Source: an optimization exercise on an open RTL-to-GDS flow (aim: small area, a short achievable clock period and few clock cycles per item). Production flows keep margins and buffers that such runs may drop. Where RTL was checked, it was by simulation tests only, not by an equivalence proof against the original. Power figures rest on the tool's default switching activity, not on a simulated workload.

Setup of build 90:
==> flow/design.v (excerpt) <==
module sha1_message_digest #(
  parameter int FD = 11           
) (
  input  logic        clk,
  input  logic        rst_n,
  input  logic        in_valid,
  output logic        in_stall,
  input  logic [7:0]  in_data_byte,
  input  logic        in_has_byte,
  input  logic        in_end_of_message,
  output logic        out_valid,
  input  logic        out_stall,
  output logic [31:0] out_digest_word,
  output logic [2:0]  out_word_index,
  output logic        out_final_word
);
Size in the first run: roughly 5400 cells after synthesis, roughly 1500 flip-flops, about 52 I/O pins.
Settings: LEC_CHECK=0, ABC_AREA=1, CAP_MARGIN=20, CORE_MARGIN=2, CORE_UTILIZATION=45, CTS_CLUSTER_DIAMETER=100, CTS_CLUSTER_SIZE=20, PLACE_DENSITY=0.6, SETUP_SLACK_MARGIN=4.5, SLEW_MARGIN=20; clock period 7.5 ns.
run.sh (not shown) runs the stock make flow with config.mk's settings and CLKGATE_MAP_FILE= SYNTH_SCRIPT=/design/flow/synth_recipe.tcl, a recipe that flattens the netlist after the stock synthesis.
Having completed the whole flow, build 90 delivered a layout that passed the timing, design-rule and antenna checks.
Testbench counts of build 90, summed over its fixed seeds: cycles 64,204, bytes 40,857.
### build 90 -> build 7
- a deleted CTS_CLUSTER_DIAMETER that had been 100
- a deleted CTS_CLUSTER_SIZE that had been 20
- a change of SETUP_SLACK_MARGIN from 4.5 to 4.7
--- outcome ---
- Build 7 against build 90: core utilization now sits higher; post-route total power higher; largest vdd supply drop dropped about 15%.
- Cmp build 7 vs build 90: post-place setup slack higher in build 7
- The setup slack of build 7 is larger than that of build 90.
### build 7 -> build 48
- SETUP_SLACK_MARGIN changed from 4.7 to 4.5
Results
In the reports for build 48 and build 7, the smaller count of clock buffers in the final design belongs to build 7.
Compared with build 7, in build 48 cell count after placement about even, logic depth of the worst path, buffers included rose 1, post-route minimum period rose 0.077 ns, via count fell about 1.6%.
Start point of the critical path: rotb_r -> build 7, u[0][1] -> build 48
Max power density normalized to cell area across build 48 and build 7: build 7

---

== build 39 ==
sha1_message_digest, a different RTL version from the one above (not shown whole).
For scale: roughly 52 I/O pins, about 62000 sq um of cells after synthesis.
==> flow/config.mk <==
export PLATFORM = sky130hd
export DESIGN_NAME = sha1_message_digest
export DESIGN_NICKNAME = sha1_message_digest
export VERILOG_FILES = /design/flow/design.v
export SDC_FILE = /design/flow/constraint.sdc
export NUM_CORES = 4
export LEC_CHECK = 0
export ABC_AREA = 1
export CAP_MARGIN = 20
export CORE_MARGIN = 2
export CORE_UTILIZATION = 45
export PLACE_DENSITY = 0.6
export SETUP_SLACK_MARGIN = 4.0
export SLEW_MARGIN = 20
==> flow/constraint.sdc <==
create_clock -name core_clock -period 7.5 [get_ports {clk}]
set_input_delay 1.5000 -clock core_clock [delete_from_list [all_inputs] [get_ports {clk}]]
set_output_delay 1.5000 -clock core_clock [all_outputs]
set_load 0.01 [all_outputs]
Build 39 completed; timing, DRC and antenna clean
Edits applied to the flow inputs when going from build 39 to build 4:
Settings: changing SETUP_SLACK_MARGIN from 4.0 to 4.5; changing CORE_UTILIZATION from 45 to 60; changing PLACE_DENSITY from 0.6 to 0.75.
Notes after the runs:
Build 4 vs. build 39: wire length of the first global-routing pass shows a reduction of 1.2%; share of the final layout cell area in sequential cells shows a reduction of 1.5 points; cell area moved up. Worst setup path endpoint: q_r[18] -> build 4, in_stall -> build 39.
Changes in build 76 relative to build 4:
Settings: swapping 0.75 for 0.6 in PLACE_DENSITY; swapping 60 for 45 in CORE_UTILIZATION.
### Flow results
- Compared build 76 vs build 4, and aggregate global-route resource usage is down in build 76.
- Build 76 against build 4: combinational power decreased by about 2% relative to the old numbers, total power saw a decrease, post-synthesis cell area comparable.
No functional check of the RTL was part of any run of this note.

---

sha1_message_digest, a different RTL version from the one above (not shown whole).
Size: roughly 4400 cells after synthesis, ~1500 flip-flops, about 52 I/O pins.
// sha1_message_digest
module sha1_message_digest #(
  parameter int FD = 11           
) (
  input  logic        clk,
  input  logic        rst_n,
  input  logic        in_valid,
  output logic        in_stall,
  input  logic [7:0]  in_data_byte,
  input  logic        in_has_byte,
  input  logic        in_end_of_message,
  output logic        out_valid,
  input  logic        out_stall,
  output logic [31:0] out_digest_word,
  output logic [2:0]  out_word_index,
  output logic        out_final_word
);
  localparam logic [1:0] M_MSG  = 2'd0;    
  localparam logic [1:0] M_MARK = 2'd1;    
  localparam logic [1:0] M_PAD  = 2'd2;    
  localparam logic [6:0] S_FADD = 7'd0;
  localparam logic [6:0] S_ADD  = 7'd5;
  localparam logic [6:0] S_STRM = 7'd6;
  localparam logic [6:0] S_LAST = 7'd90;
  logic        ir_v, ir_h, ir_e;
  logic [7:0]  ir_d;
  logic        stall_r;
  logic [1:0]  mode_r;
  logic        mfirst_r;
  logic [1:0]  bcnt_r;
  logic [23:0] acc_r;
  logic [5:0]  pos_r;
  logic [54:0] blk_r;
  logic        hi_done_r;    
  logic [FD-1:0] wp_r, rp_r;   
  logic [4:0]  fcnt_r;
  logic        fempty_r, ffull_r;
  logic [31:0] fifo [FD];
  logic [4:0]  wcnt_r;
  logic        w0_r, w16_r;
  logic [6:0]  s_r;
  logic        f_le4, f_le8, f_le9, f_ge11, f_ge24, f_ge25, f_is4, f_is8, f_is9, f_is90;
  logic signed [4:0] dd_r;
  ...
clock: 7.5 ns
lec_check: 0
cap_margin: 20
core_margin: 2
core_utilization: 45
place_density: 0.6
setup_slack_margin: 4.5
slew_margin: 20
The starting point went through all stages and came out clean.
Testbench counts at the start, summed over its fixed seeds: cycles 66,842, bytes 40,857.
Then changed:
--- a/flow/config.mk
+++ b/flow/config.mk
@@ -12 +12 @@
-export SETUP_SLACK_MARGIN = 4.5
+export SETUP_SLACK_MARGIN = 3.5
Sequential power barely changes.
Power decreases by a little under a tenth.
Worst setup slack gets worse by 0.040 ns.
First-iteration DRC count decreases slightly.
Count of clock-buffer cells in the layout went up by 11.
Worst hold slack improves by 0.0030 ns.
Non-clock buffer count is lower by 181.
Routed wire length goes down by a few percent.
Maximum frequency shrinks slightly.

## separate check: timing with driven ports
Ports are ideal in the flow. The routed layouts listed here were re-timed in OpenROAD. Step 1: set_driving_cell puts a clkbuf_16 on clk and a buf_2 on each other input, an assumption about the parent block. Step 2 adds t to the input delays and takes it off the output delays; t is the mean of the earliest and latest rising clock arrival at the registers after step 1. Input paths then give back, and output paths get back, about the clock's delay inside the block. a / b / c = ideal ports / drivers / drivers and shift; a / b = the first two.
run	t, ns	setup slack, ns	hold WS [ns]	worst setup path at the end	latest minus earliest clock arrival (ns)
build 90	0.801	4.434 / 4.434 / 3.893	0.401 / 0.401 / 0.401	input to register	0.055 / 0.056
build 7	0.862	4.561 / 4.553 / 4.016	0.406 / 0.406 / 0.406	input to register	0.049 / 0.048
build 48	0.849	4.484 / 4.473 / 3.764	0.388 / 0.388 / 0.388	input to register	0.061 / 0.060
build 39	0.861	4.041 / 3.969 / 3.386	0.408 / 0.408 / 0.408	input to register	0.046 / 0.046
build 4	0.826	4.396 / 4.396 / 3.979	0.400 / 0.400 / 0.400	input to register	0.042 / 0.042
build 76	0.859	4.378 / 4.378 / 3.848	0.409 / 0.409 / 0.409	input to register	0.034 / 0.034
the first run of note 3	0.848	3.597 / 3.597 / 3.597	0.384 / 0.384 / 0.384	register to register	0.072 / 0.072
the second run of note 3	0.857	3.557 / 3.557 / 3.280	0.387 / 0.387 / 0.387	input to register	0.055 / 0.055
After both steps setup and hold are still met in every run listed. The setup slack of build 48, which loses most, moves by -0.011 ns with the drivers and by -0.720 ns with both steps.
